This is an optimization exercise on Yosys and OpenROAD, whose aim is small area, not a production implementation. The RTL was checked by simulation tests, not by an equivalence proof against the original design. Power figures rest on the tool's default switching activity, not on a simulated workload.

main:
==> module rf_wrow, before the edit <==
module rf_wrow (
    input  logic lo_n,
    input  logic hi_n,
    input  logic clear_n,
    output logic load,
    output logic load_n
);
    logic g, h;
    rf_oai21 u_oai  (.a1(lo_n), .a2(hi_n), .b1(clear_n), .y(g));
    rf_inv   u_drvn (.a(g), .y(load_n));
    rf_inv   u_mid  (.a(g), .y(h));
    rf_inv   u_drv  (.a(h), .y(load));
endmodule
==> flow/config.mk <==
export PLATFORM = sky130hd
export DESIGN_NAME = writeback_regfile
export DESIGN_NICKNAME = writeback_regfile
export VERILOG_FILES = /design/flow/design.v
export SDC_FILE = /design/flow/constraint.sdc
export NUM_CORES = 4
export LEC_CHECK = 0
export CAP_MARGIN = 20
export CORE_MARGIN = 2
export CORE_UTILIZATION = 50
export GPL_TIMING_DRIVEN = 0
export SLEW_MARGIN = 20
export SYNTH_HIERARCHICAL = 1
==> flow/constraint.sdc <==
create_clock -name core_clock -period 7.0 [get_ports {clk}]
set_input_delay 1.4000 -clock core_clock [delete_from_list [all_inputs] [get_ports {clk}]]
set_output_delay 1.4000 -clock core_clock [all_outputs]
set_load 0.01 [all_outputs]
standard.sh (not shown) runs the stock make flow with config.mk's settings and CLKGATE_MAP_FILE= SYNTH_SCRIPT=/design/flow/synth_recipe.tcl, a recipe that flattens the netlist after the stock synthesis.
==> flow/flow/run.sh <==
#!/bin/bash
# Layout flow: the standard ORFS flow (standard.sh), run in three parts so that the
# register-file flip-flops can be placed in a regular array between floorplan and placement.
#  - floorplan as standard;
#  - place_grid.tcl puts flip-flop (register k, bit b) at row band k, column b, FIRM;
#  - placement as standard (global placement builds the logic around the fixed array);
#  - release.tcl makes the flip-flops ordinary placed cells again;
#  - CTS, routing and finish as standard.
# ORFS variables changed: port buffers use buf_1 (BUFFER_PORTS_ARGS); CTS uses clkbuf_8,
# clusters of up to 16 sinks within 80 um and no dummy loads (CTS_ARGS).
# Each tool's full log: orfs/logs/... (ORFS), grid.log, release.log; make output: std_*.log.
set -euo pipefail
export BUFFER_PORTS_ARGS="-buffer_cell sky130_fd_sc_hd__buf_1"
export CTS_ARGS="-sink_clustering_enable -repair_clock_nets -dont_use_dummy_load -buf_list {sky130_fd_sc_hd__clkbuf_8} -root_buf sky130_fd_sc_hd__clkbuf_8 -sink_clustering_size 16 -sink_clustering_max_diameter 80"
R=$PWD/orfs/results/sky130hd/writeback_regfile/base
bash standard.sh floorplan > std_floorplan.log 2>&1
GRID_ODB=$R/2_floorplan.odb openroad -no_init -exit flow/place_grid.tcl > grid.log 2>&1
bash standard.sh place > std_place.log 2>&1
GRID_ODB=$R/3_place.odb openroad -no_init -exit flow/release.tcl > release.log 2>&1
bash standard.sh finish > std_finish.log 2>&1
Other scripts of this flow, unchanged in this note and not shown: flow/flow/place_grid.tcl, flow/flow/release.tcl
> inputs changed (main -> the feature branch)
--- a/flow/design.v
+++ b/flow/design.v
@@ -178,13 +178,12 @@
     input  logic clear_n,
     output logic load,
     output logic load_n
 );
-    logic g, h;
+    logic g;
     rf_oai21 u_oai  (.a1(lo_n), .a2(hi_n), .b1(clear_n), .y(g));
     rf_inv   u_drvn (.a(g), .y(load_n));
-    rf_inv   u_mid  (.a(g), .y(h));
-    rf_inv   u_drv  (.a(h), .y(load));
+    rf_inv   u_drv  (.a(load_n), .y(load));
 endmodule
 module rf_wdec (
     input  logic [4:0]  a,
     input  logic        we,
Results
Wire length of the first global-routing pass delta (main -> the feature branch): insignificant. Global-route usage: the feature branch vs main up 0.20 points. In the tables for main and the feature branch, layout cell share with drive strength beyond 1 reads lower with main. The feature branch ended with less post-route standard cell area excluding fillers than main. Standard cell with the maximum stage delay on the critical path: nor4_1 -> main, nor2_1 -> the feature branch. Die area across main and the feature branch: no real change. When the final numbers for main and the feature branch were put side by side, the largest net degree at the start of global routing turned out to be greater in the feature branch. Compared main against the feature branch; detailed-route wire length on metal 1 within noise.

--- another note on this design; it stands on its own ---

## writeback_regfile
module writeback_regfile #(
    parameter int  XLEN  = riscv_pkg::XLEN,
    parameter int  NREGS = riscv_pkg::NREGS,
    parameter int  CNTW  = 16,
    localparam int REGW  = $clog2(NREGS)
) (
    input  logic            clk,
    input  logic            reset,
    input  logic            regwriteW,
    input  logic [1:0]      resultsrcW,
    input  logic [XLEN-1:0] aluresultW,
    input  logic [XLEN-1:0] readdataW,
    input  logic [REGW-1:0] rdW,
    input  logic [XLEN-1:0] pcplus4W,
    input  logic [REGW-1:0] rs1D,
    input  logic [REGW-1:0] rs2D,
    output logic [XLEN-1:0] rd1D,
    output logic [XLEN-1:0] rd2D,
    output logic [XLEN-1:0] resultW,
    output logic [CNTW-1:0] wrcount
);
For scale: ~3700 cells after synthesis, about 1000 flip-flops, roughly 39000 µm² of cells after synthesis.
Settings: LEC_CHECK=0, CAP_MARGIN=20, CORE_MARGIN=2, CORE_UTILIZATION=40, CTS_BUF_LIST=sky130_fd_sc_hd__clkbuf_4 sky130_fd_sc_hd__clkbuf_8, SLEW_MARGIN=20, SYNTH_HIERARCHICAL=1; clock period 7.0 ns.
standard.sh (not shown) runs the stock make flow with config.mk's settings and CLKGATE_MAP_FILE= SYNTH_SCRIPT=/design/flow/synth_recipe.tcl, a recipe that flattens the netlist after the stock synthesis.
==> flow/flow/run.sh <==
#!/bin/bash
# Standard layout, with clock-tree synthesis told not to add dummy loads.
cp standard.sh standard_copy.txt
export CTS_ARGS="-sink_clustering_enable -repair_clock_nets -dont_use_dummy_load"
bash standard.sh > standard.log 2>&1
==> next run, changes <==
==> flow/flow/run.sh (replaced) <==
#!/bin/bash
# The standard ORFS layout (standard.sh) with two changes passed through ORFS's own
# variables:
#  - port buffers use buf_1, the smallest buffer (BUFFER_PORTS_ARGS);
#  - clock-tree synthesis uses clkbuf_8, clusters up to 18 sinks within 80 um and adds no
#    dummy loads (CTS_ARGS).
# Every tool's full log is under orfs/logs/; make's own output goes to standard.log.
export BUFFER_PORTS_ARGS="-buffer_cell sky130_fd_sc_hd__buf_1"
export CTS_ARGS="-sink_clustering_enable -repair_clock_nets -dont_use_dummy_load -buf_list {sky130_fd_sc_hd__clkbuf_8} -root_buf sky130_fd_sc_hd__clkbuf_8 -sink_clustering_size 18 -sink_clustering_max_diameter 80"
bash standard.sh > standard.log 2>&1
Settings changed: CORE_UTILIZATION 40 to 65, CTS_BUF_LIST sky130_fd_sc_hd__clkbuf_4 sky130_fd_sc_hd__clkbuf_8 to not set.
Utilization is higher by 24 points.
Worst setup slack improves by 0.10 ns.
Cell area is lower by about 9%.
Total power is lower by about 17%.
Critical path depth stays the same.
Global-route usage is higher by 20 points.
Via count is higher by about 6%.

-- separate check: timing with driven ports --
The results above use ideal ports. As a check the final layouts listed here were re-extracted and re-timed, cells and wires unchanged.
Step 1 sets driving cells, clkbuf_16 on the clock port and buf_2 on the other inputs (assumed; they add their load-dependent delay and slew).
Step 2 adds t to the input delays and takes it off the output delays; t is the mean of the earliest and latest rising clock arrival at the registers after step 1. Input paths then give back, and output paths get back, about the clock's delay inside the block.
Slacks: ideal / step 1 / step 2; pairs: ideal / step 1.
| run | shift t [ns] | setup slack, ns | latest minus earliest clock arrival (ns) | worst register clock-pin slew, ns | cell pins on the clock port's net |
|---|---|---|---|---|---|
| main | 0.776 | 1.264 / 1.160 / 1.160 | 0.043 / 0.043 | 0.11 / 0.11 | 1 |
| the feature branch | 0.769 | 1.114 / 1.057 / 1.057 | 0.043 / 0.042 | 0.12 / 0.12 | 1 |
| the first run of note 2 | 0.732 | 0.473 / 0.436 / 0.436 | 0.084 / 0.084 | 0.07 / 0.07 | 1 |
| the second run of note 2 | 0.833 | 0.572 / 0.545 / 0.545 | 0.059 / 0.059 | 0.12 / 0.12 | 1 |
After both steps every run listed still meets setup and hold. The setup slack of main, which loses most, moves by -0.104 ns with the drivers and by -0.104 ns with both steps.
